This design comes from an exercise in tuning for small area, a short achievable clock period and few clock cycles on the open sky130 flow, not from production work.
At most, simulation tests tie the RTL to the original design; equivalence was not proved.
No functional check of the RTL was part of runs 1, 3 and 4.
Power figures rest on the tool's default switching activity, not on a simulated workload.

`flow/design.v`:
```
`timescale 1ns / 1ps
`default_nettype none
package rctw_pkg;
  localparam int IN_TDATA_W  = 160;
  localparam int OUT_TDATA_W = 64;
  localparam int OUT_TUSER_W = 4;
  localparam int CFG_IDX_W   = 3;
  localparam int CFG_DATA_W  = 24;
  localparam int POS_W = 25;
  localparam logic [1:0] REGION_SKY   = 2'd0;
  localparam logic [1:0] REGION_WALL  = 2'd1;
  localparam logic [1:0] REGION_FLOOR = 2'd2;
endpackage
`default_nettype wire
`timescale 1ns / 1ps
`default_nettype none
module rctw_div (
  input  logic                      clk,
  input  logic                      rst_n,
  input  logic                      start,
  input  logic [8:0]                tex_width,
  input  logic [15:0]               line_height,
  input  logic [10:0]               draw_start,    
  input  logic [10:0]               half_height,   
  input  logic                      advance,       
  output logic                      busy,
  output logic                      busy_nxt,
  output logic [rctw_pkg::POS_W-1:0] position
);
  localparam int PW = rctw_pkg::POS_W;
  logic [4:0]    cnt_r;     
  logic [15:0]   div_r;
  logic [15:0]   rem_r;
  logic [PW-1:0] quo_r;     
  logic [16:0]   off_r;
  logic [PW-1:0] pos_r;
  logic [16:0]   trial;
  logic [16:0]   diff;
  logic          fits;
  logic [PW-1:0] add_a;
  logic [PW-1:0] add_b;
  logic [PW-1:0] pos_sum;
  assign busy  = (cnt_r != 5'd0);
  assign busy_nxt = start || (busy && (cnt_r != 5'd26));
  assign trial = {rem_r, quo_r[PW-1]};
  assign diff  = trial - {1'b0, div_r};
  assign fits  = ~diff[16];
  assign add_a   = busy ? {pos_r[PW-2:0], 1'b0} : pos_r;
  assign add_b   = busy ? (quo_r[0] ? {{(PW-17){off_r[16]}}, off_r} : '0) : quo_r;
  assign pos_sum = add_a + add_b;
  always_ff @(posedge clk) begin
    if (!rst_n) begin
      cnt_r <= '0;
      quo_r <= '0;
      pos_r <= '0;
    end else if (start) begin
      cnt_r <= 5'd1;
      quo_r <= {tex_width, 16'd0};
      pos_r <= '0;
    end else if (busy) begin
      cnt_r <= (cnt_r == 5'd26) ? 5'd0 : cnt_r + 5'd1;
      if (cnt_r <= 5'd25) begin
        quo_r <= {quo_r[PW-2:0], fits};
      end
      pos_r <= pos_sum;
    end else if (advance) begin
      pos_r <= pos_sum;
    end
  end
  always_ff @(posedge clk) begin
    if (start) begin
      div_r <= (line_height == 16'd0) ? 16'd1 : line_height;
      rem_r <= '0;
    end else if (busy && (cnt_r <= 5'd25)) begin
      rem_r <= fits ? diff[15:0] : trial[15:0];
    end
    if (busy && (cnt_r == 5'd1)) begin
      off_r <= {6'd0, draw_start} - {6'd0, half_height} + {2'd0, div_r[15:1]};
    end
  end
  assign position = pos_r;
endmodule
`default_nettype wire
`timescale 1ns / 1ps
`default_nettype none
module rctw_ctrl (
  input  logic        clk,
  input  logic        rst_n,
  input  logic        start,
  input  logic [23:0] perp,
  input  logic [17:0] dir,
  input  logic [15:0] pos_lo,
  input  logic [8:0]  tex_width,
  input  logic        mirror,
  input  logic        cnt_load,
  input  logic [11:0] cnt_value,
  input  logic        cnt_dec,
  output logic        cnt_one,
  output logic        busy,
  output logic        busy_nxt,
  output logic [7:0]  tex_col
);
  logic [5:0]  st_r;       
  logic [23:0] a_r;
  logic [23:0] m_r;
  logic [17:0] q_r;
  logic [15:0] f_r;
  logic [8:0]  tw_r;
  logic        mir_r;
  logic        ph_mul;
  logic        ph_frac;
  logic        ph_col;
  logic        ph_mirr;
  logic        bit_en;
  logic        sub;
  logic [23:0] opnd;
  logic [24:0] sum;
  logic [15:0] f_sum;
  assign busy    = (st_r != 6'd0);
  assign busy_nxt = start || (busy && (st_r != 6'd36));
  assign ph_mul  = (st_r >= 6'd1) && (st_r <= 6'd18);
  assign ph_frac = (st_r == 6'd19);
  assign ph_col  = (st_r >= 6'd20) && (st_r <= 6'd35);
  assign ph_mirr = (st_r == 6'd36);
  assign sub    = (st_r == 6'd18) || ph_mirr;
  assign bit_en = ph_mul ? q_r[0] : ph_col ? f_r[0] : ph_mirr;
  assign opnd   = bit_en ? (m_r ^ {24{sub}}) : 24'd0;
  assign sum    = {1'b0, a_r} + {1'b0, opnd} + {24'd0, bit_en & sub};
  assign f_sum   = f_r + (busy ? {a_r[13:0], q_r[17:16]} : 16'hFFFF);
  assign cnt_one = (f_r == 16'd1);
  always_ff @(posedge clk) begin
    if (!rst_n) begin
      st_r     <= '0;
      a_r[7:0] <= '0;
    end else if (start) begin
      st_r     <= 6'd1;
      a_r[7:0] <= '0;
    end else if (busy) begin
      st_r <= (st_r == 6'd36) ? 6'd0 : st_r + 6'd1;
      if (ph_mul || ph_col) begin
        a_r[7:0] <= sum[8:1];
      end else if (ph_frac) begin
        a_r[7:0] <= '0;
      end else if (mir_r) begin
        a_r[7:0] <= ~sum[7:0];
      end
    end
  end
  always_ff @(posedge clk) begin
    if (start) begin
      a_r[23:8] <= '0;
      m_r       <= perp;
      q_r       <= dir;
      f_r       <= pos_lo;
      tw_r      <= tex_width;
      mir_r     <= mirror;
    end else if (busy) begin
      if (ph_mul || ph_col) begin
        a_r[23:8] <= sum[24:9];
      end else if (ph_frac) begin
        a_r[23:8] <= '0;
      end
      if (ph_mul) begin
        q_r <= {sum[0], q_r[17:1]};
      end
      if (ph_frac) begin
        f_r <= f_sum;
        m_r <= {15'd0, tw_r};
      end else if (ph_col) begin
        f_r <= {1'b0, f_r[15:1]};
      end
    end else if (cnt_load) begin
      f_r <= {4'd0, cnt_value};
    end else if (cnt_dec) begin
      f_r <= f_sum;
    end
  end
  assign tex_col = a_r[7:0];
endmodule
`default_nettype wire
`timescale 1ns / 1ps
`default_nettype none
module rctw_datapath (
  input  logic                            clk,
  input  logic                            rst_n,
  input  logic                            cfg_we,
  input  logic [rctw_pkg::CFG_IDX_W-1:0]  cfg_index,
  input  logic [rctw_pkg::CFG_DATA_W-1:0] cfg_data,
  input  logic                            in_tvalid,
  input  logic                            in_tuser,
  input  logic [rctw_pkg::IN_TDATA_W-1:0] in_tdata,
  output logic                            in_tready,
  output logic                            out_valid,
  input  logic                            out_ready,
  output logic [21:0]                     pixel_addr,
  output logic [15:0]                     texel_index,
  output logic [23:0]                     flat_color,
  output logic [1:0]                      region,
  output logic [1:0]                      texture_id,
  output logic                            last_row
);
  logic [8:0]  tex_width_r;
  logic [8:0]  hmask_r;         
  logic [11:0] screen_width_r;
  logic [11:0] screen_height_r;
  logic [23:0] sky_color_r;
  logic [23:0] floor_color_r;
  logic        sw_write;
  assign sw_write = cfg_we && (cfg_index == 3'd2);
  always_ff @(posedge clk) begin
    if (!rst_n) begin
      tex_width_r     <= 9'd64;
      hmask_r         <= 9'd63;
      screen_width_r  <= 12'd640;
      screen_height_r <= 12'd480;
      sky_color_r     <= '0;
      floor_color_r   <= '0;
    end else if (cfg_we) begin
      case (cfg_index)
        3'd0: tex_width_r     <= cfg_data[8:0];
        3'd1: hmask_r         <= cfg_data[8:0] - 9'd1;
        3'd2: screen_width_r  <= cfg_data[11:0];
        3'd3: screen_height_r <= cfg_data[11:0];
        3'd4: sky_color_r     <= cfg_data;
        3'd5: floor_color_r   <= cfg_data;
        default: ;
      endcase
    end
  end
  logic in_tready_r;
  logic col_acc;
  logic row_acc;
  assign in_tready = in_tready_r;
  assign col_acc   = in_tvalid && in_tready_r && !in_tuser;
  assign row_acc   = in_tvalid && in_tready_r && in_tuser;
  logic [10:0] column_r;
  logic [10:0] ds_r;
  logic [10:0] de_r;
  logic [1:0]  tsel_r;
  logic [11:0] rc_r;
  logic        side;
  logic        rdx_neg;
  logic        rdy_neg;
  assign side    = in_tdata[115];
  assign rdx_neg = in_tdata[72];
  assign rdy_neg = in_tdata[90];
  logic       busy_a;
  logic       busy_b;
  logic       busy_a_nxt;
  logic       busy_b_nxt;
  logic [7:0] tex_col;
  logic [24:0] tex_pos;
  logic       cnt_load;
  logic       cnt_dec;
  logic       cnt_one;
  logic       advance;
  rctw_ctrl u_col (
    .clk       (clk),
    .rst_n     (rst_n),
    .start     (col_acc),
    .perp      (in_tdata[114:91]),
    .dir       (side ? in_tdata[72:55] : in_tdata[90:73]),
    .pos_lo    (side ? in_tdata[26:11] : in_tdata[48:33]),
    .tex_width (tex_width_r),
    .mirror    (side ? rdy_neg : !rdx_neg),
    .cnt_load  (cnt_load),
    .cnt_value (rc_r),
    .cnt_dec   (cnt_dec),
    .cnt_one   (cnt_one),
    .busy      (busy_a),
    .busy_nxt  (busy_a_nxt),
    .tex_col   (tex_col)
  );
  rctw_div u_step (
    .clk         (clk),
    .rst_n       (rst_n),
    .start       (col_acc),
    .tex_width   (tex_width_r),
    .line_height (in_tdata[131:116]),
    .draw_start  (ds_r),
    .half_height (screen_height_r[11:1]),
    .advance     (advance),
    .busy        (busy_b),
    .busy_nxt    (busy_b_nxt),
    .position    (tex_pos)
  );
  logic        active;
  logic        is_sky;
  logic        is_wall;
  logic [11:0] rc_inc;
  logic        wall_inc;
  logic [8:0]  trow;
  logic [17:0] texel_prod;
  logic [15:0] texel;
  assign rc_inc     = rc_r + 12'd1;
  assign active     = !rc_r[11] && (rc_r < screen_height_r);
  assign is_sky     = rc_r < {1'b0, ds_r};
  assign is_wall    = !is_sky && (rc_r <= {1'b0, de_r});
  assign wall_inc   = (rc_inc >= {1'b0, ds_r}) && (rc_inc <= {1'b0, de_r});
  assign trow       = tex_pos[24:16] & hmask_r;
  assign texel_prod = trow * tex_width_r;
  assign texel      = texel_prod[15:0] + {8'd0, tex_col};
  logic        held_r;       
  logic        dirty_r;      
  logic        ff_r;         
  logic        o_valid_r;
  logic [21:0] o_addr_r;
  logic [15:0] o_texel_r;
  logic        o_sky_r;
  logic        o_wall_r;
  logic        o_floor_r;
  logic [1:0]  o_tsel_r;
  logic        o_last_r;
  logic        want;
  logic        can_gen;
  logic        fire;
  logic        held_nxt;
  logic        busy_nxt;
  logic        busy;
  logic        stall_nxt;
  logic        ff_step;
  logic        ff_begin;
  logic        ff_done;
  logic        rc_zero;
  assign rc_zero  = (rc_r == 12'd0);
  assign want     = (held_r || row_acc) && active;
  assign can_gen  = (!o_valid_r || out_ready) && !dirty_r && !(is_wall && busy);
  assign fire     = want && can_gen;
  assign held_nxt = want && !can_gen;
  assign advance  = fire && is_wall;
  assign ff_begin = dirty_r && !ff_r && !busy_a && !col_acc;
  assign ff_step  = ff_r && !cnt_one && !col_acc;
  assign ff_done  = ff_r && cnt_one;
  assign cnt_load = ff_begin;
  assign cnt_dec  = ff_step;
  assign busy_nxt = busy_a_nxt || busy_b_nxt;
  assign busy     = busy_a || busy_b;
  always_comb begin
    if (col_acc) begin
      stall_nxt = (in_tdata[142:132] == 11'd0);
    end else if (fire) begin
      stall_nxt = busy_nxt && wall_inc;
    end else begin
      stall_nxt = busy_nxt && is_wall;
    end
  end
  always_ff @(posedge clk) begin
    if (!rst_n) begin
      in_tready_r <= 1'b1;
      held_r      <= 1'b0;
      dirty_r     <= 1'b0;
      ff_r        <= 1'b0;
      o_valid_r   <= 1'b0;
      column_r    <= '0;
      ds_r        <= '0;
      de_r        <= '0;
      tsel_r      <= '0;
      rc_r        <= '0;
    end else begin
      in_tready_r <= !held_nxt && !stall_nxt;
      held_r      <= held_nxt;
      if (fire) begin
        o_valid_r <= 1'b1;
      end else if (out_ready) begin
        o_valid_r <= 1'b0;
      end
      if (col_acc) begin
        column_r <= in_tdata[10:0];
        ds_r     <= in_tdata[142:132];
        de_r     <= in_tdata[153:143];
        tsel_r   <= side ? {1'b0, !rdy_neg} : {1'b1, !rdx_neg};
        rc_r     <= '0;
      end else if (fire) begin
        rc_r     <= rc_inc;
      end
      if (sw_write) begin
        dirty_r <= 1'b1;
      end else if (col_acc || (ff_begin && rc_zero) || ff_done) begin
        dirty_r <= 1'b0;
      end
      if (col_acc || ff_done || sw_write) begin
        ff_r <= 1'b0;
      end else if (ff_begin && !rc_zero) begin
        ff_r <= 1'b1;
      end
    end
  end
  always_ff @(posedge clk) begin
    if (fire) begin
      o_addr_r  <= rc_zero ? {11'd0, column_r} : o_addr_r + {10'd0, screen_width_r};
      o_texel_r <= is_wall ? texel : 16'd0;
      o_sky_r   <= is_sky;
      o_wall_r  <= is_wall;
      o_floor_r <= !is_sky && !is_wall;
      o_tsel_r  <= tsel_r;
      o_last_r  <= ({1'b0, rc_inc} == {1'b0, screen_height_r});
    end else if (ff_begin && !rc_zero) begin
      o_addr_r  <= {11'd0, column_r};
    end else if (ff_step) begin
      o_addr_r  <= o_addr_r + {10'd0, screen_width_r};
    end
  end
  assign out_valid   = o_valid_r;
  assign pixel_addr  = o_addr_r;
  assign texel_index = o_texel_r;
  assign flat_color  = ({24{o_sky_r}} & sky_color_r) | ({24{o_floor_r}} & floor_color_r);
  assign region      = {o_floor_r, o_wall_r};
  assign texture_id  = o_tsel_r;
  assign last_row    = o_last_r;
endmodule
`default_nettype wire
`timescale 1ns / 1ps
`default_nettype none
module raycast_column_texture_walker_core #(
  parameter int FRAC_BITS = 16
) (
  input  logic                             clk,
  input  logic                             rst_n,
  input  logic                             cfg_valid,
  output logic                             cfg_ready,
  input  logic [rctw_pkg::CFG_IDX_W-1:0]   cfg_index,
  input  logic [rctw_pkg::CFG_DATA_W-1:0]  cfg_data,
  input  logic                             in_tvalid,
  output logic                             in_tready,
  input  logic [rctw_pkg::IN_TDATA_W-1:0]  in_tdata,
  input  logic                             in_tuser,
  output logic                             out_tvalid,
  input  logic                             out_tready,
  output logic [rctw_pkg::OUT_TDATA_W-1:0] out_tdata,
  output logic [rctw_pkg::OUT_TUSER_W-1:0] out_tuser,
  output logic                             out_tlast
);
  logic [21:0] pixel_addr;
  logic [15:0] texel_index;
  logic [23:0] flat_color;
  logic [1:0]  region;
  logic [1:0]  texture_id;
  assign cfg_ready = 1'b1;
  rctw_datapath u_dp (
    .clk         (clk),
    .rst_n       (rst_n),
    .cfg_we      (cfg_valid),
    .cfg_index   (cfg_index),
    .cfg_data    (cfg_data),
    .in_tvalid   (in_tvalid),
    .in_tuser    (in_tuser),
    .in_tdata    (in_tdata),
    .in_tready   (in_tready),
    .out_valid   (out_tvalid),
    .out_ready   (out_tready),
    .pixel_addr  (pixel_addr),
    .texel_index (texel_index),
    .flat_color  (flat_color),
    .region      (region),
    .texture_id  (texture_id),
    .last_row    (out_tlast)
  );
  assign out_tdata = {2'd0, flat_color, texel_index, pixel_addr};
  assign out_tuser = {texture_id, region};
endmodule
`default_nettype wire
```
`flow/run.sh`:
```
#!/bin/bash
# synth_recipe.tcl (not shown) runs the flow's synth.tcl, then flattens the netlist and writes it again
# the make line also repeats each setting of config.mk as NAME=value (left out here)
make -C /OpenROAD-flow-scripts/flow DESIGN_CONFIG=/design/flow/config.mk WORK_HOME=/design/flow/orfs CLKGATE_MAP_FILE= SYNTH_SCRIPT=/design/flow/synth_recipe.tcl finish
```
`flow/config.mk`:
```
export PLATFORM = sky130hd
export DESIGN_NAME = raycast_column_texture_walker_core
export DESIGN_NICKNAME = raycast_column_texture_walker_core
export VERILOG_FILES = /design/flow/design.v
export SDC_FILE = /design/flow/constraint.sdc
export NUM_CORES = 4
export LEC_CHECK = 0
export CAP_MARGIN = 20
export CORE_MARGIN = 2
export CORE_UTILIZATION = 60
export SETUP_SLACK_MARGIN = 5
export SLEW_MARGIN = 20
```
`flow/constraint.sdc`:
```
create_clock -name core_clock -period 10.0 [get_ports {clk}]
set_input_delay 2.0000 -clock core_clock [delete_from_list [all_inputs] [get_ports {clk}]]
set_output_delay 2.0000 -clock core_clock [all_outputs]
set_load 0.01 [all_outputs]
```
==> results of run 1 <==
metal layers:
layer | global-route usage [%] | vias to the layer above | share of wire [%]
li1 | - | 11104 | -
met1 | 36.4 | 10853 | 41
met2 | 53.6 | 695 | 49
met3 | 5.63 | 152 | 6.3
met4 | 10.8 | 0 | 3.1
met5 | 0 | - | 0
repair_timing:
action / CTS / global route
pin swaps: 0 / 6
endpoints found under the setup margin: 69 / 57
buffers inserted: 0 / 5
gates cloned: 0 / 0
gates resized for setup: 23 / 46
cells by family (layout without fill, tap and decap cells):
kind of cell             after synthesis  count (layout)  synth area share, %
flip-flops                           388             388                 34.4
adder cells (fa/ha/maj)              290             290                 15.3
AO/OA/AOI/OAI                        724             724                 18.0
AND/OR/NAND/NOR                     1107            1107                 18.5
other                                  2               3               0.0280
multiplexers                          74              74                 2.87
buffers and inverters                351             523                 5.06
XOR/XNOR                             181             181                 5.92
area by class of cell:
type | instances | area, um2
Sequential cell | 388 | 9270
Clock buffer | 54 | 1190
Inverter | 176 | 666
Tap cell | 592 | 741
Timing Repair Buffer | 264 | 2600
Fill cell | 3584 | 13000
Multi-Input combinational cell | 2379 | 16400
Clock inverter | 29 | 260
stage by stage:
stage	hold WS [ns]	setup WS [ns]
5_1_grt	0.461	4.85
3_3_place_gp	0.420	4.15
2_1_floorplan	0.406	5.08
4_1_cts	0.445	4.93
6_report	0.446	5.09
3_5_place_dp	0.433	4.08
how the worst max path moves through the flow:
stage / start / end / slack [ns] / cells past startpoint
floorplan: u_dp.u_step.pos_r[19]$_SDFFE_PP0P_ / u_dp.o_texel_r[15]$_SDFFCE_PN0P_ / 5.08 / 20
global placement: in_tvalid / u_dp.o_addr_r[14]$_DFFE_PP_ / 4.15 / 7
detailed placement: in_tuser / u_dp.o_addr_r[20]$_DFFE_PP_ / 4.08 / 6
CTS: u_dp.u_step.pos_r[19]$_SDFFE_PP0P_ / u_dp.o_texel_r[15]$_SDFFCE_PN0P_ / 4.93 / 19
global route: u_dp.u_step.pos_r[19]$_SDFFE_PP0P_ / u_dp.o_texel_r[15]$_SDFFCE_PN0P_ / 4.85 / 19
finish: u_dp.hmask_r[4]$_SDFFE_PN1P_ / u_dp.o_texel_r[15]$_SDFFCE_PN0P_ / 5.09 / 19
power groups by stage:
stage          registers, mW  logic, mW  clock network [mW]
3_5_place_dp            2.15       2.18                   0
5_1_grt                 2.15       2.48                1.72
2_1_floorplan           2.08       1.64                   0
3_3_place_gp            2.15       2.10                   0
6_report                2.13       2.23                1.63
4_1_cts                 2.12       2.21                1.66
cells in the final DEF, fill, tap and decap left out, types with 52 or more instances in the layout:
cell	Yosys	layout
sky130_fd_sc_hd__a21boi_0	117	117
sky130_fd_sc_hd__a21o_1	52	52
sky130_fd_sc_hd__a21oi_1	172	166
sky130_fd_sc_hd__and3_1	64	64
sky130_fd_sc_hd__clkdlybuf4s50_1	0	241
sky130_fd_sc_hd__dfxtp_1	243	220
sky130_fd_sc_hd__edfxtp_1	145	145
sky130_fd_sc_hd__fa_1	61	61
sky130_fd_sc_hd__ha_1	229	226
sky130_fd_sc_hd__inv_1	176	174
sky130_fd_sc_hd__nand2_1	574	572
sky130_fd_sc_hd__nand3_1	75	74
sky130_fd_sc_hd__nor2_1	174	170
sky130_fd_sc_hd__o21ai_0	150	149
sky130_fd_sc_hd__xnor2_1	116	116
sky130_fd_sc_hd__xor2_1	65	65
state kept, by name, summed over array words and instances, names as in the netlist, 17 cells and up:
name and count:
u_dp.floor_color_r 24, u_dp.o_addr_r 22, u_dp.sky_color_r 24, u_dp.u_col.a_r 24
u_dp.u_col.m_r 24, u_dp.u_col.q_r 18, u_dp.u_step.off_r 17, u_dp.u_step.pos_r 25
u_dp.u_step.quo_r 25
critical path, stage by stage, from the launching register on:
cell                       delay (ns)
sky130_fd_sc_hd__dfxtp_2         0.38
sky130_fd_sc_hd__and2_4          0.19
sky130_fd_sc_hd__nand2_1         0.08
sky130_fd_sc_hd__fa_1            0.53
sky130_fd_sc_hd__inv_1           0.06
sky130_fd_sc_hd__fa_1            0.46
sky130_fd_sc_hd__ha_1            0.33
sky130_fd_sc_hd__fa_1            0.53
sky130_fd_sc_hd__inv_1           0.05
sky130_fd_sc_hd__fa_1            0.53
sky130_fd_sc_hd__inv_1           0.04
sky130_fd_sc_hd__ha_1            0.33
sky130_fd_sc_hd__inv_2           0.08
sky130_fd_sc_hd__o21bai_2        0.08
sky130_fd_sc_hd__a21oi_2         0.18
sky130_fd_sc_hd__o21bai_2        0.12
sky130_fd_sc_hd__a221oi_2        0.30
sky130_fd_sc_hd__o21ai_0         0.16
sky130_fd_sc_hd__xnor2_1         0.17
sky130_fd_sc_hd__nor2_1          0.06
==> out/results.env, run 1 <==
GRT_PASS1_WL_MM=114
GLOBALROUTE.TOTALOVERFLOW=0
INSERTION_DELAY_NS=0.59
FINAL_AREA_UM2=31100
GRT_ANTENNA_BEFORE_REPAIR=0
TNS_NS=0
SYNTH_ASYNC_SR_FLOP_SHARE_PCT=0
VIAS=22804
TRITONCTS='built'
FINAL.MIN_CLOCK_PERIOD_NS=4.91
SYNTH_SEQUENTIAL_AREA_RATIO_PCT=34.4
YOSYSTOPAREACELL='sky130_fd_sc_hd__dfxtp_1'
FINAL_ANTENNA_DIODE_COUNT=0
YOSYSTOPAREACELLSHARE_PCT=18.2
AREA_GROWTH_PCT=16.0
SETUP.REG_TO_REG.WORST_SLACK_NS=5.09
TIMING.FINAL.MAX_SLEW_VIOLATIONS=0
OUTCOME='timing/DRC/antenna clean'
SYN-INSTANCE-COUNT=3117
CRITICAL_PATH_ARRIVAL_NS=5.22
POST-SYNTH-TOP-COUNT-CELL='sky130_fd_sc_hd__nand2_1'
DOMINANTREGCELLSYNTH='sky130_fd_sc_hd__dfxtp_1'
WORST_MIN_PATH_START='u_dp.tsel_r[1]$_SDFFE_PN0P_'
ROUTE.DETAILED.VIAS_PER_INST=5.87
DETAIL-ROUTE-ANTENNA-NETS=0
RSZ0062_AT_GRT='yes'
WORST_PIN_SLEW_NS=1.07
POWER.INTERNAL_mW=3.83
WORST_EP_REQUIRED_TIME_NS=10.31
P_SEQ_SHARE_PCT=35.5
VDD_DROP_MAX_mV=0.263
NETSWITCHINGFRACTION_PCT=36.1
CLKTRANSATPATHREGS_NS=0.06
MAXCAPVIOLATIONS=0
HOLD_CLASS='flop to flop'
DIE_H_UM=215
NUM-NETS-FINAL=3737
SYN_AREA_UM2=26800
RR_STARTPOINT='u_dp.hmask_r[4]$_SDFFE_PN1P_'
VIAS_IN_THE_FIRST_GLOBAL_ROUTE=22781
CELLPOWERDENSITY_nW_PER_UM2=193
YOSYS_WARNINGS=3
CLKSINKCOUNT=388
CP_MAX_FO=6
FINAL-SETUP-VIOL-COUNT=0
CTS_MAX_PATH_BUFFERS=3
COMBINATIONALPOWERSHARE_PCT=37.2
POST_CTS_HOLD_BUFFER_COUNT=0
SYNTH.CELLS.MOST_FREQUENT='sky130_fd_sc_hd__nand2_1, sky130_fd_sc_hd__dfxtp_1, sky130_fd_sc_hd__ha_1'
PLACE_HPWL_MM=51.7
YS_FF_LATCH=388
HTREE_NUM_LEVELS=2
MAXSLEWHEADROOM_PCT=28.5
DIE_X_UM=215
INITIAL_CORE_UTIL_PCT=60.7
FINALCLOCKSKEW_NS=0.0212
SYNTH.AVG_CELL_AREA_UM2=8.59
DRT_DRC_VIOLATIONS_LEFT=0
DETAILEDROUTE.FIRSTITERATIONVIOLATIONS=1506
FINAL_HOLD_VIOL_COUNT=0
FIRSTDRTPASSITERS=5
POWER.SHARE.CLOCK_PCT=27.3
MAXIMUM_NUMBER_OF_PINS_ON_ONE_NET_BEFORE_GLOBAL_ROUTE_REPAIR=104
RR_WORST_DEPTH=19
DRT-WIRELENGTH-PER-CELL_UM=18.1
COUNT_OF_UNIQUE_LIBRARY_CELLS_INSTANTIATED_BY_YOSYS=75
LAYOUTNONFILLERINSTCOUNT=3882
GRTUSAGETOTAL_PCT=30.2
CTS_INSERTED_BUFFERS=45
PLACE.GP.CONGESTION=0.934
SYNTH-EDFF-COUNT=145
MAX_CLOCK_FREQ_MHz=204
PORTBUFFERS=243
ROW_COUNT=77
TIMING.SETUP.CRITICAL_PATH_CLASS='flop to flop'
PERIOD_SHARE_PCT=49.1
PLACE.DETAILED.INSTANCES=3794
SYNTH_AREA_LEADERS='sky130_fd_sc_hd__dfxtp_1, sky130_fd_sc_hd__edfxtp_1, sky130_fd_sc_hd__ha_1'
TIMING.RR.END='u_dp.o_texel_r[15]$_SDFFCE_PN0P_'
PLACEABLECOREAREA_UM2=44100
NET-SWITCHING-POWER_mW=2.16
PLACEDINSTANCEAREA_UM2=29400
DRIVE_ABOVE_1_SHARE_PCT=5.84
UTILIZATION_OF_THE_CORE_AFTER_ROUTING_PCT=70.4
TIMING.CRITICAL_PATH.FROM_TYPE='flop'
CLK_ROOT_BUFFER_CELL='sky130_fd_sc_hd__clkbuf_16'
TOP_LEVEL_PORTS=265
TOTAL_POWER_mW=5.99
P_LEAK_nW=13.0
WL_MM=70.2
TIMING.HOLD.WORST_PATH_DEPTH=0
MIN_TO='u_dp.o_tsel_r[1]$_DFFE_PP_'
DESIGN.DIE.AREA_UM2=46400
WORST_SETUP_PATH_END_KIND='flop'
==> run 2, diff against run 1 <==
--- a/flow/design.v
+++ b/flow/design.v
@@ -290,2 +290,3 @@
   logic [11:0] rc_inc;
+  logic        active_inc;
   logic        wall_inc;
@@ -298,2 +299,3 @@
   assign is_wall    = !is_sky && (rc_r <= {1'b0, de_r});
+  assign active_inc = !rc_inc[11] && (rc_inc < screen_height_r);
   assign wall_inc   = (rc_inc >= {1'b0, ds_r}) && (rc_inc <= {1'b0, de_r});
@@ -318,3 +320,2 @@
   logic        busy_nxt;
-  logic        busy;
   logic        stall_nxt;
@@ -326,3 +327,3 @@
   assign want     = (held_r || row_acc) && active;
-  assign can_gen  = (!o_valid_r || out_ready) && !dirty_r && !(is_wall && busy);
+  assign can_gen  = (!o_valid_r || out_ready) && !dirty_r;
   assign fire     = want && can_gen;
@@ -336,10 +337,9 @@
   assign busy_nxt = busy_a_nxt || busy_b_nxt;
-  assign busy     = busy_a || busy_b;
   always_comb begin
     if (col_acc) begin
-      stall_nxt = (in_tdata[142:132] == 11'd0);
+      stall_nxt = (in_tdata[142:132] == 11'd0) && (screen_height_r != 12'd0);
     end else if (fire) begin
-      stall_nxt = busy_nxt && wall_inc;
+      stall_nxt = busy_nxt && wall_inc && active_inc;
     end else begin
-      stall_nxt = busy_nxt && is_wall;
+      stall_nxt = busy_nxt && is_wall && active;
     end
--- a/flow/config.mk
+++ b/flow/config.mk
@@ -9,4 +9,3 @@
 export CORE_MARGIN = 2
-export CORE_UTILIZATION = 60
-export SETUP_SLACK_MARGIN = 5
+export CORE_UTILIZATION = 40
 export SLEW_MARGIN = 20
==> out/results.env, run 2 <==
OUTCOME='timing/DRC/antenna clean'
DRIVE_ABOVE_1_SHARE_PCT=4.33
XOR_XNOR_CELL_AREA_SHARE_OF_THE_YOSYS_NETLIST_PCT=5.81
WORST_EP_REQUIRED_TIME_NS=10.32
VIAS=22217
CTS_INSERTED_BUFFERS=47
DOMINANTREGCELLSYNTH='sky130_fd_sc_hd__dfxtp_1'
CP_MAX_FO=12
TIMING.SETUP.CRITICAL_PATH_CLASS='flop to flop'
GRT_ANTENNA_BEFORE_REPAIR=3
TIMING.HOLD.WORST_PATH_DEPTH=2
FIRSTDRTPASSITERS=5
TIMING.CRITICAL_PATH.FROM_TYPE='flop'
HTREE_NUM_LEVELS=2
CLKTRANSATPATHREGS_NS=0.06
YOSYSTOPAREACELL='sky130_fd_sc_hd__dfxtp_1'
FINAL.MIN_CLOCK_PERIOD_NS=5.40
PLACEABLECOREAREA_UM2=66100
SYNTH_ASYNC_SR_FLOP_SHARE_PCT=0
VDD_DROP_MAX_mV=0.106
MOST-COMMON-LAYOUT-CELLS='sky130_fd_sc_hd__nand2_1, sky130_fd_sc_hd__dfxtp_1, sky130_fd_sc_hd__ha_1, sky130_fd_sc_hd__clkdlybuf4s50_1, sky130_fd_sc_hd__nor2_1'
GRT_PASS1_WL_MM=120
TNS_NS=0
MAXCAPVIOLATIONS=0
PLACE.GP.CONGESTION=0.894
MAXSLEWHEADROOM_PCT=27.5
MAIN_COMBINATIONAL_CELL_FAMILY_BY_AREA_AFTER_SYNTHESIS='simple AND/OR/NAND/NOR gates'
HOLD_CLASS='flop to flop'
DESIGN.DIE.AREA_UM2=69200
ROUTE.DETAILED.VIAS_PER_INST=5.36
SYNTH-EDFF-COUNT=145
FINALCLOCKSKEW_NS=0.0323
TIMING.RR.END='u_dp.o_texel_r[15]$_SDFFCE_PN0P_'
INITIAL_CORE_UTIL_PCT=40.6
CTS.REPAIR_TIMING.SETUP_BUFFER_COUNT=0
SYNTH_SEQUENTIAL_AREA_RATIO_PCT=34.4
RR_STARTPOINT='u_dp.tex_width_r[2]$_SDFFE_PN0P_'
DRT_DRC_VIOLATIONS_LEFT=0
CRITICAL_PATH_ARRIVAL_NS=5.72
TOP_LEVEL_PORTS=265
RSZ0062_AT_GRT='no'
P_LEAK_nW=13.4
YOSYS_WARNINGS=3
VIAS_IN_THE_FIRST_GLOBAL_ROUTE=22001
SYNTH-COMPOUND-AREA-SHARE_PCT=17.0
ROW_COUNT=94
DRT-WIRELENGTH-PER-CELL_UM=18.0
TIMING.FINAL.MAX_SLEW_VIOLATIONS=0
YS_FF_LATCH=388
POST_CTS_HOLD_BUFFER_COUNT=0
WORST_PIN_SLEW_NS=1.09
CELLPOWERDENSITY_nW_PER_UM2=178
WORST_SETUP_PATH_END_KIND='flop'
CTS_RESIZED=0
CLKSINKCOUNT=388
NUM-NETS-FINAL=3735
MIN_TO='u_dp.de_r[1]$_SDFFE_PN0P_'
POST_SYNTH_FA_HA_MAJ_AREA_FRACTION_PCT=15.8
TRITONCTS='built'
FINAL_AREA_UM2=31300
YOSYS.AREA_SHARE.SIMPLE_PCT=19.5
YOSYSTOPAREACELLSHARE_PCT=18.1
DIE_H_UM=263
GRTUSAGETOTAL_PCT=21.2
WL_MM=74.8
PLACEDINSTANCEAREA_UM2=29700
SYN_AREA_UM2=26800
COUNT_OF_UNIQUE_LIBRARY_CELLS_INSTANTIATED_BY_YOSYS=87
POST-SYNTH-TOP-COUNT-CELL='sky130_fd_sc_hd__nand2_1'
PORTBUFFERS=243
MAXIMUM_NUMBER_OF_PINS_ON_ONE_NET_BEFORE_GLOBAL_ROUTE_REPAIR=114
CLK_ROOT_BUFFER_CELL='sky130_fd_sc_hd__clkbuf_16'
PERIOD_SHARE_PCT=54.0
REGISTERS_WITH_THE_MOST_FLIP_FLOPS='u_dp.u_step.pos_r x25, u_dp.u_step.quo_r x25'
SYNTH.AVG_CELL_AREA_UM2=8.63
SETUP.REG_TO_REG.WORST_SLACK_NS=4.60
DETAILEDROUTE.FIRSTITERATIONVIOLATIONS=1614
FINAL-SETUP-VIOL-COUNT=0
SYNTH_AREA_LEADERS='sky130_fd_sc_hd__dfxtp_1, sky130_fd_sc_hd__edfxtp_1, sky130_fd_sc_hd__ha_1'
DETAIL-ROUTE-ANTENNA-NETS=0
MAX_CLOCK_FREQ_MHz=185
DIE_X_UM=263
SYNTH.CELLS.MOST_FREQUENT='sky130_fd_sc_hd__nand2_1, sky130_fd_sc_hd__dfxtp_1, sky130_fd_sc_hd__ha_1'
GLOBALROUTE.TOTALOVERFLOW=0
SYNTH.MUX.AREA_FRACTION_PCT=2.32
FINAL_HOLD_VIOL_COUNT=0
FINAL_COMMON_CELL='sky130_fd_sc_hd__nand2_1'
CTS_MAX_PATH_BUFFERS=3
SYN-INSTANCE-COUNT=3109
WORST_MIN_PATH_START='u_dp.de_r[1]$_SDFFE_PN0P_'
RR_WORST_DEPTH=17
PLACE_HPWL_MM=55.3
INSERTION_DELAY_NS=0.61
AREA_GROWTH_PCT=16.8
[run 2: cell types whose count changed after synthesis, moves of 7 or more]
| cell | before | now |
|---|---|---|
| sky130_fd_sc_hd__o21ai_0 | 150 | 121 |
| sky130_fd_sc_hd__mux2_2 | 23 | 10 |
| sky130_fd_sc_hd__nor2_1 | 174 | 166 |
| sky130_fd_sc_hd__ha_1 | 229 | 241 |
| sky130_fd_sc_hd__clkbuf_1 | 149 | 141 |
| sky130_fd_sc_hd__nor2b_1 | 21 | 28 |
| sky130_fd_sc_hd__a21oi_1 | 172 | 152 |
| sky130_fd_sc_hd__nand3_1 | 75 | 103 |
| sky130_fd_sc_hd__and3_1 | 64 | 72 |
| sky130_fd_sc_hd__inv_1 | 176 | 159 |
| sky130_fd_sc_hd__a31oi_1 | 26 | 19 |
| sky130_fd_sc_hd__nand2_1 | 574 | 587 |
| sky130_fd_sc_hd__buf_2 | 9 | 20 |
| sky130_fd_sc_hd__a222oi_1 | 0 | 8 |
[run 2: worst max-delay path by stage]
| stage | from | cells after the start | endpoint |
|---|---|---|---|
| CTS | u_dp.tex_width_r[2]$_SDFFE_PN0P_ | 17 | u_dp.o_texel_r[15]$_SDFFCE_PN0P_ |
| global placement | in_tvalid | 9 | u_dp.u_col.f_r[15]$_DFFE_PP_ |
| floorplan | u_dp.tex_width_r[2]$_SDFFE_PN0P_ | 18 | u_dp.o_texel_r[15]$_SDFFCE_PN0P_ |
| detailed placement | in_tvalid | 9 | u_dp.u_col.f_r[15]$_DFFE_PP_ |
| finish | u_dp.tex_width_r[2]$_SDFFE_PN0P_ | 17 | u_dp.o_texel_r[15]$_SDFFCE_PN0P_ |
| global route | u_dp.tex_width_r[2]$_SDFFE_PN0P_ | 17 | u_dp.o_texel_r[15]$_SDFFCE_PN0P_ |
[run 2: power breakdown]
| group | total (mW) | switching (mW) | leakage [nW] | internal, mW |
|---|---|---|---|---|
| Combinational | 1.82 | 1.04 | 9.26 | 0.783 |
| Clock | 1.73 | 0.720 | 0.773 | 1.01 |
| Sequential | 2.03 | 0.161 | 3.35 | 1.86 |
| Total | 5.58 | 1.92 | 13.4 | 3.66 |
[run 2: cells by family after synthesis]
logic type,Yosys count
other cells,2
compound gates,675
mux,61
xor+xnor,178
buf+inv,345
flops,388
fa+ha+maj,302
simple gates,1158
[run 2: worst max-delay path, cell delays in order (launching register included)]
cell and delay (ns):
sky130_fd_sc_hd__dfxtp_1 0.65, sky130_fd_sc_hd__nand3_1 0.20, sky130_fd_sc_hd__fa_1 0.58, sky130_fd_sc_hd__inv_1 0.06, sky130_fd_sc_hd__fa_1 0.51, sky130_fd_sc_hd__inv_1 0.05, sky130_fd_sc_hd__fa_1 0.46, sky130_fd_sc_hd__fa_1 0.55
sky130_fd_sc_hd__inv_1 0.05, sky130_fd_sc_hd__fa_1 0.47, sky130_fd_sc_hd__ha_1 0.38, sky130_fd_sc_hd__a21oi_1 0.15, sky130_fd_sc_hd__o21ai_0 0.14, sky130_fd_sc_hd__a41oi_1 0.31, sky130_fd_sc_hd__a21oi_1 0.16, sky130_fd_sc_hd__a31oi_1 0.22
sky130_fd_sc_hd__xnor2_1 0.13, sky130_fd_sc_hd__nor2_1 0.06
[run 2: through the flow]
| stage | cells | power (mW) | setup WS [ns] | hold slack, ns | util [%] |
|---|---|---|---|---|---|
| 3_3_place_gp | 4054 | 3.81 | 4.20 | 0.445 | 45.0 |
| 6_report | 4143 | 5.58 | 4.60 | 0.465 | 47.4 |
| 5_1_grt | 4142 | 5.92 | 4.29 | 0.479 | 47.4 |
| 2_1_floorplan | 3110 | 3.37 | 5.08 | 0.406 | - |
| 4_1_cts | 4141 | 5.62 | 4.60 | 0.468 | 47.4 |
| 3_5_place_dp | 4054 | 3.86 | 4.07 | 0.460 | 45.0 |
[run 2: cell type report]
class	instances	area [um2]
timing repair buffer	265	2600
tap	864	1080
sequential	388	9220
antenna	1	2.50
fill	6301	34800
multi-input combinational	2377	16300
inverter	161	606
clock inverter	23	258
clock buffer	64	1320
[run 2: routing by layer]
layer	up-vias	track usage (%)	share of wire [%]
li1	11070	-	-
met1	10494	29.1	47
met2	543	35.1	46
met3	106	2.80	4.8
met4	4	5.48	2.1
met5	-	0	0.031
Testbench counts of run 2, summed over its fixed seeds: cycles 28,167.
==> run 3, diff against run 2 <==
--- a/flow/design.v
+++ b/flow/design.v
@@ -27,2 +27,3 @@
   output logic                      busy_nxt,
+  output logic                      prime,
   output logic [rctw_pkg::POS_W-1:0] position
@@ -43,3 +44,4 @@
   assign busy  = (cnt_r != 5'd0);
-  assign busy_nxt = start || (busy && (cnt_r != 5'd26));
+  assign busy_nxt = start || (busy && (cnt_r != 5'd27));
+  assign prime    = (cnt_r == 5'd27);
   assign trial = {rem_r, quo_r[PW-1]};
@@ -47,4 +49,6 @@
   assign fits  = ~diff[16];
-  assign add_a   = busy ? {pos_r[PW-2:0], 1'b0} : pos_r;
-  assign add_b   = busy ? (quo_r[0] ? {{(PW-17){off_r[16]}}, off_r} : '0) : quo_r;
+  logic horner;
+  assign horner  = busy && !prime;
+  assign add_a   = horner ? {pos_r[PW-2:0], 1'b0} : pos_r;
+  assign add_b   = horner ? (quo_r[0] ? {{(PW-17){off_r[16]}}, off_r} : '0) : quo_r;
   assign pos_sum = add_a + add_b;
@@ -60,3 +64,3 @@
     end else if (busy) begin
-      cnt_r <= (cnt_r == 5'd26) ? 5'd0 : cnt_r + 5'd1;
+      cnt_r <= prime ? 5'd0 : cnt_r + 5'd1;
       if (cnt_r <= 5'd25) begin
@@ -256,2 +260,3 @@
   logic       advance;
+  logic       prime;
   rctw_ctrl u_col (
@@ -284,2 +289,3 @@
     .busy_nxt    (busy_b_nxt),
+    .prime       (prime),
     .position    (tex_pos)
@@ -290,6 +296,3 @@
   logic [11:0] rc_inc;
-  logic        active_inc;
   logic        wall_inc;
-  logic [8:0]  trow;
-  logic [17:0] texel_prod;
   logic [15:0] texel;
@@ -299,7 +302,53 @@
   assign is_wall    = !is_sky && (rc_r <= {1'b0, de_r});
-  assign active_inc = !rc_inc[11] && (rc_inc < screen_height_r);
   assign wall_inc   = (rc_inc >= {1'b0, ds_r}) && (rc_inc <= {1'b0, de_r});
-  assign trow       = tex_pos[24:16] & hmask_r;
-  assign texel_prod = trow * tex_width_r;
-  assign texel      = texel_prod[15:0] + {8'd0, tex_col};
+  logic [15:0] cs_s_r;
+  logic [15:0] cs_c_r;
+  logic [8:0]  u_r;
+  logic        tex_dirty_r;
+  logic        reprime;
+  logic        cs_load;
+  logic [8:0]  u_raw;
+  logic [8:0]  u;
+  logic [15:0] pp [9];
+  logic [15:0] l1s [3];
+  logic [15:0] l1c [3];
+  logic [15:0] l2s [2];
+  logic [15:0] l2c [2];
+  logic [15:0] l3s, l3c, l4s, l4c;
+  logic [31:0] t1 [3];
+  logic [31:0] t2 [2];
+  logic [31:0] t3, t4;
+  function automatic logic [31:0] csa(input logic [15:0] a, input logic [15:0] b,
+                                      input logic [15:0] c);
+    logic [15:0] sm;
+    logic [15:0] cy;
+    sm = a ^ b ^ c;
+    cy = (a & b) | (a & c) | (b & c);
+    csa = {sm, cy[14:0], 1'b0};
+  endfunction
+  assign u_raw = reprime ? u_r : tex_pos[24:16];
+  assign u     = u_raw & hmask_r;
+  always_comb begin
+    for (int i = 0; i < 9; i++) begin
+      pp[i] = u[i] ? (16'(tex_width_r) << i) : 16'd0;
+    end
+    for (int i = 0; i < 3; i++) begin
+      t1[i]  = csa(pp[3*i], pp[3*i+1], pp[3*i+2]);
+      l1s[i] = t1[i][31:16];
+      l1c[i] = t1[i][15:0];
+    end
+    t2[0]  = csa(l1s[0], l1c[0], l1s[1]);
+    t2[1]  = csa(l1c[1], l1s[2], l1c[2]);
+    l2s[0] = t2[0][31:16];
+    l2c[0] = t2[0][15:0];
+    l2s[1] = t2[1][31:16];
+    l2c[1] = t2[1][15:0];
+    t3     = csa(l2s[0], l2c[0], l2s[1]);
+    l3s    = t3[31:16];
+    l3c    = t3[15:0];
+    t4     = csa(l3s, l3c, l2c[1]);
+    l4s    = t4[31:16];
+    l4c    = t4[15:0];
+  end
+  assign texel = cs_s_r + cs_c_r + {8'd0, tex_col};
   logic        held_r;       
@@ -310,3 +359,3 @@
   logic [15:0] o_texel_r;
-  logic        o_sky_r;
+  logic [23:0] o_flat_r;
   logic        o_wall_r;
@@ -320,2 +369,3 @@
   logic        busy_nxt;
+  logic        busy;
   logic        stall_nxt;
@@ -327,3 +377,4 @@
   assign want     = (held_r || row_acc) && active;
-  assign can_gen  = (!o_valid_r || out_ready) && !dirty_r;
+  assign can_gen  = (!o_valid_r || out_ready) && !dirty_r && !tex_dirty_r
+                 && !(is_wall && busy);
   assign fire     = want && can_gen;
@@ -337,9 +388,10 @@
   assign busy_nxt = busy_a_nxt || busy_b_nxt;
+  assign busy     = busy_a || busy_b;
   always_comb begin
     if (col_acc) begin
-      stall_nxt = (in_tdata[142:132] == 11'd0) && (screen_height_r != 12'd0);
+      stall_nxt = (in_tdata[142:132] == 11'd0);
     end else if (fire) begin
-      stall_nxt = busy_nxt && wall_inc && active_inc;
+      stall_nxt = busy_nxt && wall_inc;
     end else begin
-      stall_nxt = busy_nxt && is_wall && active;
+      stall_nxt = busy_nxt && is_wall;
     end
@@ -387,2 +439,23 @@
   end
+  assign reprime = tex_dirty_r && !busy_b;
+  assign cs_load = advance || prime || reprime;
+  always_ff @(posedge clk) begin
+    if (!rst_n) begin
+      tex_dirty_r <= 1'b0;
+      cs_s_r      <= '0;
+      cs_c_r      <= '0;
+      u_r         <= '0;
+    end else begin
+      if (cfg_we && (cfg_index[2:1] == 2'd0)) begin
+        tex_dirty_r <= 1'b1;
+      end else if (reprime || prime) begin
+        tex_dirty_r <= 1'b0;
+      end
+      if (cs_load) begin
+        cs_s_r <= l4s;
+        cs_c_r <= l4c;
+        u_r    <= u_raw;
+      end
+    end
+  end
   always_ff @(posedge clk) begin
@@ -391,3 +464,3 @@
       o_texel_r <= is_wall ? texel : 16'd0;
-      o_sky_r   <= is_sky;
+      o_flat_r  <= is_sky ? sky_color_r : is_wall ? 24'd0 : floor_color_r;
       o_wall_r  <= is_wall;
@@ -405,3 +478,3 @@
   assign texel_index = o_texel_r;
-  assign flat_color  = ({24{o_sky_r}} & sky_color_r) | ({24{o_floor_r}} & floor_color_r);
+  assign flat_color  = o_flat_r;
   assign region      = {o_floor_r, o_wall_r};
--- a/flow/config.mk
+++ b/flow/config.mk
@@ -9,3 +9,4 @@
 export CORE_MARGIN = 2
-export CORE_UTILIZATION = 40
+export CORE_UTILIZATION = 60
+export SETUP_SLACK_MARGIN = 5
 export SLEW_MARGIN = 20
==> out/results.env, run 3 <==
WORST_SETUP_PATH_END_KIND='flop'
SYNTH.CELLS.MOST_FREQUENT='sky130_fd_sc_hd__nand2_1, sky130_fd_sc_hd__dfxtp_1, sky130_fd_sc_hd__ha_1'
YOSYSTOPAREACELL='sky130_fd_sc_hd__dfxtp_1'
PLACE.GP.CONGESTION=0.914
GRTUSAGETOTAL_PCT=29.6
DETAILEDROUTE.FIRSTITERATIONVIOLATIONS=1667
CLK_ROOT_BUFFER_CELL='sky130_fd_sc_hd__clkbuf_16'
NUM-NETS-FINAL=3876
MOST-COMMON-LAYOUT-CELLS='sky130_fd_sc_hd__nand2_1, sky130_fd_sc_hd__dfxtp_1, sky130_fd_sc_hd__clkdlybuf4s50_1, sky130_fd_sc_hd__ha_1'
P_LEAK_nW=13.8
ORDERED_LIST_OF_CELLS_ON_THE_WORST_PATH='inv_1 > ha_1 > nand2b_1 > or3_1 > buf_6 > o211a_1 > a311oi_4 > buf_6 > nor2_1 > fa_1 > fa_2 > a211oi_2 > o21bai_1 > a21oi_2 > a221o_1 > a31oi_4 > a31oi_4 > o21ai_0 > a221oi_1 > nor3_1'
DOMINANTREGCELLSYNTH='sky130_fd_sc_hd__dfxtp_1'
SYNTH_SEQUENTIAL_AREA_RATIO_PCT=37.1
SYNTH.AVG_CELL_AREA_UM2=8.86
WORST_EP_REQUIRED_TIME_NS=10.46
CRITICAL-PATH-SLOWEST-CELL='sky130_fd_sc_hd__fa_1'
YOSYSTOPAREACELLSHARE_PCT=19.5
COMBINATIONALPOWERSHARE_PCT=34.7
MAXCAPVIOLATIONS=0
YS_FF_LATCH=448
CLKSINKCOUNT=448
MAXIMUM_NUMBER_OF_PINS_ON_ONE_NET_BEFORE_GLOBAL_ROUTE_REPAIR=127
DRIVE_ABOVE_1_SHARE_PCT=4.36
TIMING.CRITICAL_PATH.FROM_TYPE='flop'
PLACE_HPWL_MM=53.6
GLOBALROUTE.TOTALOVERFLOW=0
DIE_H_UM=223
RSZ0062_AT_GRT='yes'
ROUTE.DETAILED.VIAS_PER_INST=5.87
DIE_X_UM=223
CELLPOWERDENSITY_nW_PER_UM2=195
WL_MM=75.3
INITIAL_CORE_UTIL_PCT=60.4
TRITONCTS='built'
INSERTION_DELAY_NS=0.60
SYNTH_AREA_LEADERS='sky130_fd_sc_hd__dfxtp_1, sky130_fd_sc_hd__edfxtp_1, sky130_fd_sc_hd__ha_1'
WORST_PIN_SLEW_NS=1.04
POWER.SHARE.CLOCK_PCT=28.6
PLACEABLECOREAREA_UM2=47500
HOLD_CLASS='flop to flop'
VIAS=23806
VDD_DROP_MAX_mV=0.168
AREA_GROWTH_PCT=15.7
FINAL-SETUP-VIOL-COUNT=0
FIRSTDRTPASSITERS=6
TNS_NS=0
CLKTRANSATPATHREGS_NS=0.06
SYN-INSTANCE-COUNT=3244
CTS_INSERTED_BUFFERS=50
COUNT_OF_UNIQUE_LIBRARY_CELLS_INSTANTIATED_BY_YOSYS=85
YOSYS_WARNINGS=10
DRT_DRC_VIOLATIONS_LEFT=0
TOP_LEVEL_PORTS=265
OUTCOME='timing/DRC/antenna clean'
SYN_AREA_UM2=28700
POST-SYNTH-TOP-COUNT-CELL='sky130_fd_sc_hd__nand2_1'
TOTAL_POWER_mW=6.50
P_SEQ_SHARE_PCT=36.6
MAXSLEWHEADROOM_PCT=29.9
TIMING.FINAL.MAX_SLEW_VIOLATIONS=0
GRT_ANTENNA_BEFORE_REPAIR=0
CP_MAX_FO=28
PORTBUFFERS=243
FINAL_HOLD_VIOL_COUNT=0
NET-SWITCHING-POWER_mW=2.27
FINALCLOCKSKEW_NS=0.0152
DETAIL-ROUTE-ANTENNA-NETS=0
VIAS_IN_THE_FIRST_GLOBAL_ROUTE=23340
FINAL_ANTENNA_DIODE_COUNT=0
ROW_COUNT=80
MAX_CLOCK_FREQ_MHz=207
TIMING.SETUP.CRITICAL_PATH_CLASS='flop to flop'
NETSWITCHINGFRACTION_PCT=34.9
POWER.INTERNAL_mW=4.23
CTS_MAX_PATH_BUFFERS=3
CRITICAL_PATH_ARRIVAL_NS=5.28
PERIOD_SHARE_PCT=48.2
REGISTERS_WITH_THE_MOST_FLIP_FLOPS='u_dp.u_step.pos_r x25, u_dp.u_step.quo_r x25'
HTREE_NUM_LEVELS=2
SYNTH-EDFF-COUNT=168
FILLERINSTANCES=3824
GRT_PASS1_WL_MM=119
FINAL_COMMON_CELL='sky130_fd_sc_hd__nand2_1'
SLOWEST_DELAY_NS=0.43
DESIGN.DIE.AREA_UM2=49700
SYNTH_ASYNC_SR_FLOP_SHARE_PCT=0
DRT-WIRELENGTH-PER-CELL_UM=18.6
FINAL.MIN_CLOCK_PERIOD_NS=4.82
-- run 3: cell families (layout without fill, tap and decap cells) --
kind of cell	after synthesis	in the layout	share of synthesized area (%)
xor+xnor	186	186	5.67
mux	85	85	2.97
other cells	2	3	0.0261
fa+ha+maj	287	287	14.1
compound gates	702	703	16.6
simple gates	1214	1215	19.1
flops	448	448	37.1
buf+inv	320	511	4.44
-- run 3: power groups by stage --
stage	combinational, mW	clock (mW)	sequential [mW]
floorplan	1.60	0	2.36
global placement	2.12	0	2.41
detailed placement	2.19	0	2.41
CTS	2.22	1.89	2.38
global route	2.49	1.96	2.40
finish	2.26	1.86	2.38
-- run 3: path summary, 6_finish.rpt --
path | from | end | slack, ns | depth (start not counted)
max | u_dp.u_col.st_r[0]$_SDFFE_PN0P_ | u_dp.u_col.a_r[23]$_SDFFE_PP0P_ | 5.18 | 20
min | u_dp.tsel_r[1]$_SDFFE_PN0P_ | u_dp.o_tsel_r[1]$_DFFE_PP_ | 0.45 | 0
min reg2reg | u_dp.tsel_r[1]$_SDFFE_PN0P_ | u_dp.o_tsel_r[1]$_DFFE_PP_ | 0.45 | 0
max reg2reg | u_dp.u_col.st_r[0]$_SDFFE_PN0P_ | u_dp.u_col.a_r[23]$_SDFFE_PP0P_ | 5.18 | 20
-- run 3: repair_timing --
item | in CTS | in global routing
pin swaps | 1 | 6
endpoints found under the hold margin | 0 | 0
resized for setup | 10 | 18
setup endpoints to repair | 50 | 30
hold buffers | 0 | 0
setup buffers | 2 | 3
gates cloned | 1 | 2
-- run 3: worst max-delay path: cells and delay by family (launching register included) --
kind                     cells  cell delay (ns)
buffers and inverters        3             0.45
flip-flops                   1             0.36
AO/OA/AOI/OAI               10             2.19
adder cells (fa/ha/maj)      3             1.03
AND/OR/NAND/NOR              4             0.61
-- run 3: area by class of cell --
type,instances,area [um2],share of cell area [%]
Timing Repair Buffer,273,2670,8.01
Inverter,144,542,1.63
Clock inverter,24,248,0.745
Multi-Input combinational cell,2479,17000,51.0
Clock buffer,70,1420,4.26
Sequential cell,448,10700,32.0
Tap cell,615,769,2.31
-- run 3: stage by stage --
stage | instances | setup slack (ns) | hold WS, ns | instance area (um2) | utilization, %
after floorplan | 3245 | 5.30 | 0.406 | 28700 | -
after global placement | 3951 | 4.57 | 0.418 | 31400 | 66.1
after detailed placement | 3951 | 4.53 | 0.429 | 31400 | 66.1
after CTS | 4048 | 4.96 | 0.443 | 33100 | 69.7
after global routing | 4053 | 4.90 | 0.463 | 33300 | 69.9
final | 4053 | 5.18 | 0.449 | 33300 | 69.9
-- run 3: layer usage --
layer / GRT usage, % / up-vias / routed length (um)
met2: 50.5 / 646 / 35900
met3: 3.05 / 164 / 3510
met5: 0 / - / 0
met4: 11.9 / 0 / 3040
met1: 38.5 / 11406 / 32800
li1: - / 11590 / -
==> run 4, diff against run 3 <==
==> flow/flow/run.sh (new file) <==
#!/bin/bash
set -euo pipefail
MARGIN=$(cat flow/margin.txt)
sed -E "s/ SETUP_SLACK_MARGIN=[^ ]*//; s/CLKGATE_MAP_FILE= /CLKGATE_MAP_FILE= SETUP_SLACK_MARGIN=$MARGIN /" standard.sh > standard_margin.sh
grep -q "SETUP_SLACK_MARGIN=$MARGIN " standard_margin.sh
bash standard_margin.sh synth > make_synth.log 2>&1
bash standard_margin.sh finish > make_finish.log 2>&1
test -s out/final.def
==> flow/flow/margin.txt (new file) <==
6.5
==> flow/standard.sh (new file) <==
#!/bin/bash
# synth_recipe.tcl (not shown) runs the flow's synth.tcl, then flattens the netlist and writes it again
# the make line also repeats each setting of config.mk as NAME=value (left out here)
make -C /OpenROAD-flow-scripts/flow DESIGN_CONFIG=/design/flow/config.mk WORK_HOME=/design/flow/orfs CLKGATE_MAP_FILE= SYNTH_SCRIPT=/design/flow/synth_recipe.tcl "${@:-finish}"
--- a/flow/config.mk
+++ b/flow/config.mk
@@ -10,3 +10,2 @@
 export CORE_UTILIZATION = 60
-export SETUP_SLACK_MARGIN = 5
 export SLEW_MARGIN = 20
removed: flow/run.sh
==> out/results.env, run 4 <==
OUTCOME='timing/DRC/antenna clean'
CRITICAL_PATH_ARRIVAL_NS=4.70
SYN-INSTANCE-COUNT=3244
DRIVE_ABOVE_1_SHARE_PCT=19.1
RR_WORST_DEPTH=18
FINAL-SETUP-VIOL-COUNT=0
GRT_PASS1_WL_MM=131
MAX_CLOCK_FREQ_MHz=237
YOSYSTOPAREACELL='sky130_fd_sc_hd__dfxtp_1'
ROW_COUNT=80
GLOBALROUTE.TOTALOVERFLOW=0
GRT_ANTENNA_BEFORE_REPAIR=1
CELLPOWERDENSITY_nW_PER_UM2=194
FINAL_AREA_UM2=37500
MAXIMUM_NUMBER_OF_PINS_ON_ONE_NET_BEFORE_GLOBAL_ROUTE_REPAIR=73
PLACEDINSTANCEAREA_UM2=32000
INITIAL_CORE_UTIL_PCT=60.4
TOP_LEVEL_PORTS=265
DRT-WIRELENGTH-PER-CELL_UM=20.7
AREA_GROWTH_PCT=30.4
GRTUSAGETOTAL_PCT=33.0
WORST_PIN_SLEW_NS=1.09
INSERTION_DELAY_NS=0.62
SYNTH_ASYNC_SR_FLOP_SHARE_PCT=0
SYN_AREA_UM2=28700
SETUP.REG_TO_REG.WORST_SLACK_NS=5.78
CP_MAX_FO=4
WORST_EP_REQUIRED_TIME_NS=10.48
VIAS_IN_THE_FIRST_GLOBAL_ROUTE=24856
SYNTH_SEQUENTIAL_AREA_RATIO_PCT=37.1
TOTAL_POWER_mW=7.26
DETAIL-ROUTE-ANTENNA-NETS=0
PERIOD_SHARE_PCT=42.2
REGISTERS_WITH_THE_MOST_FLIP_FLOPS='u_dp.u_step.pos_r x25, u_dp.u_step.quo_r x25'
DETAILEDROUTE.FIRSTITERATIONVIOLATIONS=2338
MAXSLEWHEADROOM_PCT=27.5
SYNTH.AVG_CELL_AREA_UM2=8.86
CLKSINKCOUNT=448
FINAL_HOLD_VIOL_COUNT=0
FF_LATCH_AREA_UM2=10700
VIAS=25735
TIMING.SETUP.CRITICAL_PATH_CLASS='flop to flop'
MAXCAPVIOLATIONS=0
COUNT_OF_UNIQUE_LIBRARY_CELLS_INSTANTIATED_BY_YOSYS=85
RR_STARTPOINT='u_dp.u_col.st_r[1]$_SDFFE_PP0N_'
CTS_MAX_PATH_BUFFERS=3
PLACE_HPWL_MM=53.2
YOSYSTOPAREACELLSHARE_PCT=19.5
FINAL_COMMON_CELL='sky130_fd_sc_hd__nand2_1'
WORST_SETUP_PATH_END_KIND='flop'
SYNTH.CELLS.MOST_FREQUENT='sky130_fd_sc_hd__nand2_1, sky130_fd_sc_hd__dfxtp_1, sky130_fd_sc_hd__ha_1'
DOMINANTREGCELLSYNTH='sky130_fd_sc_hd__dfxtp_1'
MULTI_INPUT_AREA_UM2=19000
DRT_DRC_VIOLATIONS_LEFT=0
P_LEAK_nW=15.5
YOSYS_WARNINGS=10
TRITONCTS='built'
PRE_CTS_SLACK_NS=4.61
SYNTH_AREA_LEADERS='sky130_fd_sc_hd__dfxtp_1, sky130_fd_sc_hd__edfxtp_1, sky130_fd_sc_hd__ha_1'
NUM-NETS-FINAL=4069
FINAL.MIN_CLOCK_PERIOD_NS=4.22
CLKTRANSATPATHREGS_NS=0.06
ROUTE.DETAILED.VIAS_PER_INST=6.06
POST-SYNTH-TOP-COUNT-CELL='sky130_fd_sc_hd__nand2_1'
PLACE.GP.CONGESTION=0.903
DIE_H_UM=223
FINALCLOCKSKEW_NS=0.0310
CP-STARTPOINT='u_dp.u_col.st_r[1]$_SDFFE_PP0N_'
TIMING.FINAL.MAX_SLEW_VIOLATIONS=0
PLACEABLECOREAREA_UM2=47500
TIMING.CRITICAL_PATH.FROM_TYPE='flop'
MOST-COMMON-LAYOUT-CELLS='sky130_fd_sc_hd__nand2_1, sky130_fd_sc_hd__dfxtp_1, sky130_fd_sc_hd__ha_1, sky130_fd_sc_hd__clkdlybuf4s50_1, sky130_fd_sc_hd__edfxtp_1'
TIMING.FINAL.WS_SETUP_NS=5.78
FIRSTDRTPASSITERS=6
PORTBUFFERS=243
CTS_INSERTED_BUFFERS=51
VDD_DROP_MAX_mV=0.141
TNS_NS=0
CRIT_END='u_dp.u_col.a_r[17]$_SDFFE_PP0P_'
WL_MM=87.8
YS_FF_LATCH=448
DIE_X_UM=223
TIMING.RR.END='u_dp.u_col.a_r[17]$_SDFFE_PP0P_'
RSZ0062_AT_GRT='yes'
FILLERINSTANCES=3038
CLK_ROOT_BUFFER_CELL='sky130_fd_sc_hd__clkbuf_16'
HOLD_SLACK_NS=0.429
HTREE_NUM_LEVELS=2
DESIGN.DIE.AREA_UM2=49700
SYNTH-EDFF-COUNT=168
HOLD_CLASS='flop to flop'
## run 4: cell count changes in the layout (fill, tap and decap cells not counted), moves of 25 or more
cell	delta
sky130_fd_sc_hd__ha_1	-41
sky130_fd_sc_hd__nand2_2	+36
sky130_fd_sc_hd__nand2_1	-61
sky130_fd_sc_hd__ha_4	+33
sky130_fd_sc_hd__dlygate4sd2_1	+53
sky130_fd_sc_hd__inv_1	-25
sky130_fd_sc_hd__buf_6	+38
sky130_fd_sc_hd__a21oi_1	-32
sky130_fd_sc_hd__buf_4	+120
sky130_fd_sc_hd__a21oi_2	+26
sky130_fd_sc_hd__clkdlybuf4s50_1	-64
## run 4: per-layer routing
layer / routed length, um / GRT usage (%)
met1: 35500 / 42.6
met2: 42000 / 55.4
met3: 6520 / 5.17
met4: 3780 / 13.4
met5: 0 / 0
## run 4: timing repair
| action | in CTS | in global routing |
|---|---|---|
| endpoints found under the setup margin | 401 | 264 |
| hold buffers | 0 | 0 |
| gates cloned | 13 | 6 |
| setup buffers | 131 | 53 |
| gates resized for setup | 329 | 195 |
| pin swaps | 146 | 132 |
## run 4: cell families after synthesis
kind of cell | Yosys count | synth area share (%)
AOI/OAI and AO/OA | 702 | 16.6
xor gates and xnor gates | 186 | 5.67
adders and majority gates | 287 | 14.1
buffers and inverters | 320 | 4.44
DFF | 448 | 37.1
muxes | 85 | 2.97
other | 2 | 0.0261
and+or+nand+nor | 1214 | 19.1
## run 4: worst min path at each step
stage / from / depth (start not counted) / end
final: u_dp.tsel_r[0]$_SDFFE_PN0P_ / 0 / u_dp.o_tsel_r[0]$_DFFE_PP_
after global routing: u_dp.tsel_r[0]$_SDFFE_PN0P_ / 0 / u_dp.o_tsel_r[0]$_DFFE_PP_
after CTS: u_dp.tsel_r[0]$_SDFFE_PN0P_ / 0 / u_dp.o_tsel_r[0]$_DFFE_PP_
after detailed placement: u_dp.tsel_r[0]$_SDFFE_PN0P_ / 0 / u_dp.o_tsel_r[0]$_DFFE_PP_
after global placement: u_dp.tsel_r[1]$_SDFFE_PN0P_ / 0 / u_dp.o_tsel_r[1]$_DFFE_PP_
after floorplan: u_dp.tex_width_r[8]$_SDFFE_PN0P_ / 0 / u_dp.u_col.tw_r[8]$_DFFE_PP_
## run 4: final cells by class
| cell class | count | area share, % |
|---|---|---|
| diodes | 1 | 0.00668 |
| clock buffers | 68 | 3.88 |
| clock inverters | 28 | 0.835 |
| inverters | 144 | 1.50 |
| multi-input cells | 2483 | 50.8 |
| flip-flops and latches | 448 | 28.6 |
| well taps | 615 | 2.05 |
| repair buffers | 461 | 12.4 |
## run 4: critical path, stage by stage, from the launching register on
cell and delay, ns:
sky130_fd_sc_hd__dfxtp_4 0.35, sky130_fd_sc_hd__inv_4 0.06, sky130_fd_sc_hd__ha_4 0.13, sky130_fd_sc_hd__nand2b_4 0.05, sky130_fd_sc_hd__or3_4 0.38, sky130_fd_sc_hd__o211a_4 0.28, sky130_fd_sc_hd__a311oi_4 0.38, sky130_fd_sc_hd__nor2b_2 0.09
sky130_fd_sc_hd__fa_2 0.40, sky130_fd_sc_hd__fa_2 0.38, sky130_fd_sc_hd__a211oi_2 0.27, sky130_fd_sc_hd__o21bai_1 0.12, sky130_fd_sc_hd__a21oi_2 0.16, sky130_fd_sc_hd__a221o_1 0.23, sky130_fd_sc_hd__a31oi_4 0.14, sky130_fd_sc_hd__a211o_1 0.30
sky130_fd_sc_hd__a21oi_2 0.17, sky130_fd_sc_hd__or4b_4 0.15, sky130_fd_sc_hd__nand3_2 0.05
## run 4: where the power goes
group	switching, mW	internal, mW
Clock	0.807	1.18
Sequential	0.211	2.20
Combinational	1.59	1.27
Total	2.61	4.65
## run 4: through the flow
stage / std cells / util (%)
floorplan: 3245 / -
global placement: 3948 / 67.3
detailed placement: 3948 / 67.3
CTS: 4188 / 75.9
global route: 4248 / 78.8
finish: 4248 / 78.8

-- separate check: timing with driven ports --
How much do the figures lean on ideal ports? The routed layouts below were timed once more, with nothing changed but the port constraints.
Step 1: set_driving_cell puts a clkbuf_16 on clk and a buf_2 on each other input, an assumption about the parent block.
Step 2 times the ports against the registers' clock, not the clock port: input delays grow and output delays shrink by t, the midpoint of the rising clock arrivals with the driver on.
Slacks: ideal / step 1 / step 2; pairs: ideal / step 1.
run	shift t [ns]	slack for setup (ns)	worst setup path after step 2
run 1	0.637	5.088 / 5.088 / 4.669	input to register
run 2	0.655	4.605 / 4.605 / 4.252	input to register
run 3	0.651	5.179 / 5.179 / 4.715	input to register
run 4	0.665	5.783 / 5.783 / 5.783	register to register
After both steps setup and hold are still met in every run listed. For run 3, which loses most, drivers alone change the setup slack by 0.000 ns; drivers and shift together by -0.464 ns.
